Background: an optimization exercise with open tools, aiming at small area and a short achievable clock period. Do not read the settings as production practice.
At most, simulation tests tie the RTL to the original design; equivalence was not proved.
Power figures rest on the tool's default switching activity, not on a simulated workload.

Design obstacle_field, start of the top module:
module obstacle_field #(
    parameter int NUM_OBSTACLES = 10,
    parameter int SCROLL_SPEED  = 4
) (
    input  logic                                                   clk,
    input  logic                                                   rst_n,
    input  logic [1:0]                                             gamemode,
    output logic [playfield_pkg::score_bits-1:0]                   score,
    output logic [NUM_OBSTACLES-1:0][playfield_pkg::x_bits-1:0]    box_left,
    output logic [NUM_OBSTACLES-1:0][playfield_pkg::x_bits-1:0]    box_right,
    output logic [NUM_OBSTACLES-1:0][playfield_pkg::y_bits-1:0]    box_top,
    output logic [NUM_OBSTACLES-1:0][playfield_pkg::y_bits-1:0]    box_bottom
);
    logic [1:0]                       right_lo;
    logic [7:0]                       right_hi;
    logic [playfield_pkg::y_bits-1:0] top;
    logic [playfield_pkg::y_bits-1:0] bottom;
    logic [5:0]                       wait_steps;
    logic                             clear;
    logic                             advance;
  ...
Size in the first run: roughly 2000 cells after synthesis, about 460 flip-flops, ~400 I/O pins.
clock: 13.0 ns
lec_check: 0
cap_margin: 20
core_margin: 2
core_utilization: 60
cts_buf_list: sky130_fd_sc_hd__clkbuf_8
slew_margin: 20
run.sh (not shown) runs the stock make flow with config.mk's settings and CLKGATE_MAP_FILE= SYNTH_SCRIPT=/design/flow/synth_recipe.tcl, a recipe that flattens the netlist after the stock synthesis.
The baseline finished clean.
Edit:
==> flow/flow/run.sh (new file) <==
#!/bin/bash
# Standard layout, with the smallest buffer on every port and timing repair
# aiming at a shorter period than the constraint asks.
set -euo pipefail
export BUFFER_PORTS_ARGS="-buffer_cell sky130_fd_sc_hd__buf_1"
export SETUP_SLACK_MARGIN=9
bash standard.sh > standard.log 2>&1
==> flow/standard.sh (new file) <==
#!/bin/bash
# synth_recipe.tcl (not shown) runs the flow's synth.tcl, then flattens the netlist and writes it again
# the make line also repeats each setting of config.mk as NAME=value (left out here)
make -C /OpenROAD-flow-scripts/flow DESIGN_CONFIG=/design/flow/config.mk WORK_HOME=/design/flow/orfs CLKGATE_MAP_FILE= SYNTH_SCRIPT=/design/flow/synth_recipe.tcl "${@:-finish}"
removed: flow/run.sh
Result:
- sequential power is about the same
- total power went up by 1.2%
- count of clock-buffer cells in the layout rises by 9
- wire length increases by 4.2%
- global-route usage increases by 0.37 points
- flip-flop and latch count stays the same
- fmax rises by 22%
- worst setup slack gains 930 ps
- register-to-register slack is better by 130 ps
No run of this note included a check of the RTL's function; only the layout flow was run.

========
JK:
Another version of the RTL of obstacle_field (not shown whole).
Size in the first run: about 390 flip-flops, roughly 400 I/O pins, roughly 19,000 um2 of cells after synthesis.
export LEC_CHECK = 0
export CAP_MARGIN = 20
export CORE_MARGIN = 2
export CORE_UTILIZATION = 60
export CTS_BUF_LIST = sky130_fd_sc_hd__clkbuf_16
export CTS_CLUSTER_SIZE = 20
export SLEW_MARGIN = 20
create_clock -name core_clock -period 13.0 [get_ports {clk}]
standard.sh (not shown) runs the stock make flow with config.mk's settings and CLKGATE_MAP_FILE= SYNTH_SCRIPT=/design/flow/synth_recipe.tcl, a recipe that flattens the netlist after the stock synthesis.
==> flow/flow/run.sh <==
#!/bin/bash
# Standard layout, with the smallest buffer on every port and timing repair
# aiming at a shorter period than the constraint asks.
set -euo pipefail
export BUFFER_PORTS_ARGS="-buffer_cell sky130_fd_sc_hd__buf_1"
export SETUP_SLACK_MARGIN=9
bash standard.sh > standard.log 2>&1
JK completed every stage of the flow, and the final layout passed the timing, design-rule and antenna checks.
The inputs of MS differ from those of JK as listed below.
- CTS_CLUSTER_SIZE removed (was 20)
- CTS_BUF_LIST changed from sky130_fd_sc_hd__clkbuf_16 to sky130_fd_sc_hd__clkbuf_8
diff --git a/flow/flow/run.sh b/flow/flow/run.sh
--- a/flow/flow/run.sh
+++ b/flow/flow/run.sh
@@ -6 +6 @@
-export SETUP_SLACK_MARGIN=9
+export SETUP_SLACK_MARGIN=8
==> comparison <==
Number of hold buffers added after CTS: MS vs JK — no meaningful difference. Clock period minus worst slack, MS and JK: lower on JK. MS ended with every stage complete and zero timing, DRC or antenna violations. MS vs JK: post-place setup slack down. Comparing clock network area share for MS and JK, the smaller number came from JK. [compare] base=JK new=MS: wire length now smaller, routability-driven placement congestion ratio went up by 2.4%, share of the clock period used by the worst path rose by 4.1 points. MS vs JK — total power dropped by a few percent.

========
Another version of the RTL of obstacle_field (not shown whole).
For scale: roughly 1700 cells after synthesis, about 390 flip-flops, ~0.019 sq mm of cells after synthesis.
clock: 13.0 ns
lec_check: 0
cap_margin: 20
core_margin: 2
core_utilization: 60
cts_buf_list: sky130_fd_sc_hd__clkbuf_8
slew_margin: 20
==> flow/flow/run.sh <==
#!/bin/bash
# Standard layout, with the smallest buffer on every port and timing repair
# aiming at a shorter period than the constraint asks.
set -euo pipefail
export BUFFER_PORTS_ARGS="-buffer_cell sky130_fd_sc_hd__buf_1"
export SETUP_SLACK_MARGIN=8.6
bash standard.sh > standard.log 2>&1
Change:
--- a/flow/flow/run.sh
+++ b/flow/flow/run.sh
@@ -5,3 +5,3 @@
 export BUFFER_PORTS_ARGS="-buffer_cell sky130_fd_sc_hd__buf_1"
-export SETUP_SLACK_MARGIN=8.6
+export SETUP_SLACK_MARGIN=8.8
 bash standard.sh > standard.log 2>&1
Effect: The changed run completed with no timing, DRC or antenna violations; critical path depth does not change; sequential share of layout area came out lower by 0.22 points; register-to-register slack improved by 0.06 ns; clock power rises by a few percent; setup slack gains 0.10 ns; core utilization came out higher by 0.54 points; global-route usage came out higher by 0.38 points; sequential power hardly moves; area after synthesis is unchanged; worst hold slack is better by 0.0039 ns; maximum frequency went up by a few percent.
Change:
CTS_CLUSTER_DIAMETER = 60   (was unset)
CTS_CLUSTER_SIZE = 20   (was unset)
After rerunning:
- die area does not change
- via count went down by 1.7%
- setup slack gets worse by 0.013 ns
- critical path depth stays the same
- wire length went down by 1.7%
- combinational power is about the same
- hold slack stays flat
- total power fell by 11%
Change:
--- a/flow/flow/run.sh
+++ b/flow/flow/run.sh
@@ -5,3 +5,3 @@
 export BUFFER_PORTS_ARGS="-buffer_cell sky130_fd_sc_hd__buf_1"
-export SETUP_SLACK_MARGIN=8.8
+export SETUP_SLACK_MARGIN=9.3
 bash standard.sh > standard.log 2>&1
CTS_CLUSTER_DIAMETER = unset   (was 60)
CTS_CLUSTER_SIZE = unset   (was 20)
After rerunning:
- The changed run passed the timing, design-rule and antenna checks
- non-clock buffer count increases by 71
- critical path depth is unchanged
- setup slack gets worse by 0.021 ns
- routed wire length went up by 38%
- global-route usage came out higher by 5.5 points
- sequential power barely changes
- register-to-register slack is better by 0.21 ns
- cell count came out higher by 5.5%
- power increases by 18%
- clock skew goes down by 0.013 ns
- combinational power went up by 29%
No functional check of the RTL was part of any run of this note.

========
== v14 ==
obstacle_field, a different RTL version from the one above (not shown whole).
Size: about 1,700 cells after synthesis, roughly 370 flip-flops, about 400 I/O pins, ~0.018 mm^2 of cells after synthesis.
Settings: LEC_CHECK=0, CAP_MARGIN=20, CORE_MARGIN=2, CORE_UTILIZATION=60, CTS_BUF_LIST=sky130_fd_sc_hd__clkbuf_16, CTS_CLUSTER_DIAMETER=80, CTS_CLUSTER_SIZE=30, SLEW_MARGIN=20; clock period 13.0 ns.
==> flow/flow/run.sh <==
#!/bin/bash
# Standard layout, with the smallest buffer on every port and timing repair
# aiming at a shorter period than the constraint asks.
set -euo pipefail
export BUFFER_PORTS_ARGS="-buffer_cell sky130_fd_sc_hd__buf_1"
export SETUP_SLACK_MARGIN=8.9
bash standard.sh > standard.log 2>&1
What v47 does differently from v14 at the input level:
Settings: CORE_UTILIZATION: 60 -> 50.
diff --git a/flow/flow/run.sh b/flow/flow/run.sh
--- a/flow/flow/run.sh
+++ b/flow/flow/run.sh
@@ -4,4 +4,4 @@
 set -euo pipefail
 export BUFFER_PORTS_ARGS="-buffer_cell sky130_fd_sc_hd__buf_1"
-export SETUP_SLACK_MARGIN=8.9
+export SETUP_SLACK_MARGIN=8.8
 bash standard.sh > standard.log 2>&1
As of v47, maximum clock frequency had fallen slightly compared to v14. v47 reports a lower relative area change from synthesis to final layout than v14 does. dfstp_4 as the worst-path cell with the longest stage delay was reported by v14, and dfrtp_4 by v47. v47 vs. v14: ratio of routed vias to standard cells went down by about 4%. Re highest net fanout along the worst path: v47 is 19 up on v14. The number of fill cells in the layout in v47 is 1.4 times that in v14.
The following lists how v30 was set up differently from v47:
Settings: a change of CORE_UTILIZATION from 50 to 60.
==> flow/flow/run.sh <==
#!/bin/bash
# Standard layout, with the smallest buffer on every port, timing repair
# aiming at a shorter period than the constraint asks, and the tie cells of
# the constant outputs paired (one conb_1 drives a HI and a LO port).
set -euo pipefail
export BUFFER_PORTS_ARGS="-buffer_cell sky130_fd_sc_hd__buf_1"
export SETUP_SLACK_MARGIN=8.8
results="$PWD/orfs/results/sky130hd/obstacle_field/base"
bash standard.sh "$results/3_3_place_gp.odb" > standard_place.log 2>&1
TIE_ODB="$results/3_3_place_gp.odb" openroad -no_init -no_splash -exit flow/merge_ties.tcl > merge_ties.log 2>&1
bash standard.sh > standard.log 2>&1
==> flow/flow/merge_ties.tcl (new file) <==
# Pair the tie cells that each drive one constant output port: one conb_1 has
# both a HI and a LO pin, so each LO tie cell's port moves to the LO pin of the
# nearest HI tie cell, and the emptied cell is removed.
set odb_file $::env(TIE_ODB)
read_db $odb_file
set block [ord::get_db_block]

proc port_xy {net} {
  set bt [lindex [$net getBTerms] 0]
  set bb [$bt getBBox]
  return [list [expr {([$bb xMin] + [$bb xMax]) / 2}] [expr {([$bb yMin] + [$bb yMax]) / 2}]]
}

set his {}
set los {}
foreach inst [$block getInsts] {
  if {[[$inst getMaster] getName] ne "sky130_fd_sc_hd__conb_1"} { continue }
  set hnet [[$inst findITerm HI] getNet]
  set lnet [[$inst findITerm LO] getNet]
  if {$hnet ne "NULL" && $lnet eq "NULL" && [llength [$hnet getBTerms]] == 1 && [llength [$hnet getITerms]] == 1} {
    lappend his [list $inst [port_xy $hnet]]
  } elseif {$lnet ne "NULL" && $hnet eq "NULL" && [llength [$lnet getBTerms]] == 1 && [llength [$lnet getITerms]] == 1} {
    lappend los [list $inst [port_xy $lnet]]
  }
}
puts "tie cells: [llength $his] HI, [llength $los] LO"

set merged 0
foreach lo $los {
  lassign $lo linst lxy
  set best -1
  set bestd 0
  set i 0
  foreach hi $his {
    lassign $hi hinst hxy
    set d [expr {abs([lindex $hxy 0] - [lindex $lxy 0]) + abs([lindex $hxy 1] - [lindex $lxy 1])}]
    if {$best < 0 || $d < $bestd} { set best $i; set bestd $d }
    incr i
  }
  if {$best < 0} { break }
  set hinst [lindex [lindex $his $best] 0]
  set his [lreplace $his $best $best]
  set it [$linst findITerm LO]
  set net [$it getNet]
  $it disconnect
  [$hinst findITerm LO] connect $net
  odb::dbInst_destroy $linst
  incr merged
  puts "merged [$net getName] at distance [expr {$bestd / 1000.0}] um"
}
puts "merged $merged tie cells"
write_db $odb_file
==> comparison <==
- v30 was carried through to the last stage, and its layout satisfied the timing, design-rule and antenna checks.
- Diff v47 -> v30: time the worst path needs with I/O delays and setup went down by 0.025 ns; global placer's final weighted congestion went up by 0.044; final cell count went down by 5.1%; CTS H-tree depth was more or less identical.
- Power dissipated in the clock network delta for v30 relative to v47: about 14% lower
- Sort v47 and v30 by setup slack, ascending, and v47 comes first.
- [v30 vs v47] standard cell core area: lower in v30
- There was hardly any difference in number of top-level pins between v47 and v30.
- When v30 is measured against v47, its post-detailed-route via-to-cell ratio turns out 0.30 higher.
- v30: post-route cell area is about 2.7% lower than what v47 reported.
## Diff of input files: v56 against v30
Settings: changing CORE_UTILIZATION from 60 to 75.
==> flow/flow/run.sh <==
#!/bin/bash
# Standard layout, with the smallest buffer on every port and timing repair
# aiming at a shorter period than the constraint asks.
set -euo pipefail
export BUFFER_PORTS_ARGS="-buffer_cell sky130_fd_sc_hd__buf_1"
export SETUP_SLACK_MARGIN=8.8
bash standard.sh > standard.log 2>&1
removed: flow/flow/merge_ties.tcl
--- outcome ---
Row worst hold slack: v56 higher / v30 lower
Re required arrival time at the worst endpoint: v30 and v56 aren't equal, and the higher value belongs to v56.
Share of cell area taken by flip-flops and latches for v56: 0.18 points down relative to v30
Final critical-path share of the clock period: v30 and v56 compared, higher one is v56

==> re-timing with driven ports <==
In the flow no input, the clock included, has a driving cell. The finished layouts below were timed again as built, in two steps.
Step 1 (the two cells are an assumption about what drives the block):
set clk [get_ports {clk}]
set_driving_cell -lib_cell sky130_fd_sc_hd__clkbuf_16 $clk
set_driving_cell -lib_cell sky130_fd_sc_hd__buf_2 [delete_from_list [all_inputs] $clk]
Step 2, shift: input delay + t, output delay - t, t = (earliest + latest rising clock arrival at the registers) / 2. This alone moves slack from input paths to output paths.
Three values: ideal, step 1, step 2; two values: the first two.
run | shift t [ns] | setup slack, ns | hold WS [ns] | worst setup path at the end | clock arrival spread, ns
the first run of note 1 | 0.679 | 7.858 / 7.806 / 7.276 | 0.377 / 0.377 / 0.377 | input to register | 0.033 / 0.034
the second run of note 1 | 0.672 | 8.783 / 8.730 / 8.372 | 0.382 / 0.382 / 0.382 | input to register | 0.032 / 0.032
JK | 0.574 | 8.806 / 8.765 / 8.529 | 0.383 / 0.383 / 0.383 | input to register | 0.025 / 0.025
MS | 0.612 | 8.278 / 8.245 / 7.735 | 0.378 / 0.378 / 0.378 | input to register | 0.036 / 0.036
the first run of note 3 | 0.653 | 8.691 / 8.642 / 8.312 | 0.382 / 0.382 / 0.382 | input to register | 0.039 / 0.039
the second run of note 3 | 0.633 | 8.791 / 8.742 / 8.389 | 0.386 / 0.386 / 0.386 | input to register | 0.035 / 0.035
the third run of note 3 | 0.656 | 8.779 / 8.732 / 8.405 | 0.389 / 0.389 / 0.389 | input to register | 0.042 / 0.042
the fourth run of note 3 | 0.636 | 8.757 / 8.709 / 8.639 | 0.378 / 0.378 / 0.378 | input to register | 0.026 / 0.026
v14 | 0.577 | 8.855 / 8.804 / 8.455 | 0.388 / 0.388 / 0.388 | input to register | 0.031 / 0.031
v47 | 0.585 | 8.825 / 8.773 / 8.452 | 0.349 / 0.349 / 0.349 | input to register | 0.026 / 0.026
v30 | 0.562 | 8.850 / 8.798 / 8.407 | 0.373 / 0.373 / 0.373 | input to register | 0.032 / 0.033
v56 | 0.554 | 8.766 / 8.766 / 8.437 | 0.384 / 0.384 / 0.384 | input to register | 0.044 / 0.044
After both steps every run listed still meets setup and hold. For the first run of note 1, which loses most, drivers alone change the setup slack by -0.052 ns; drivers and shift together by -0.582 ns.
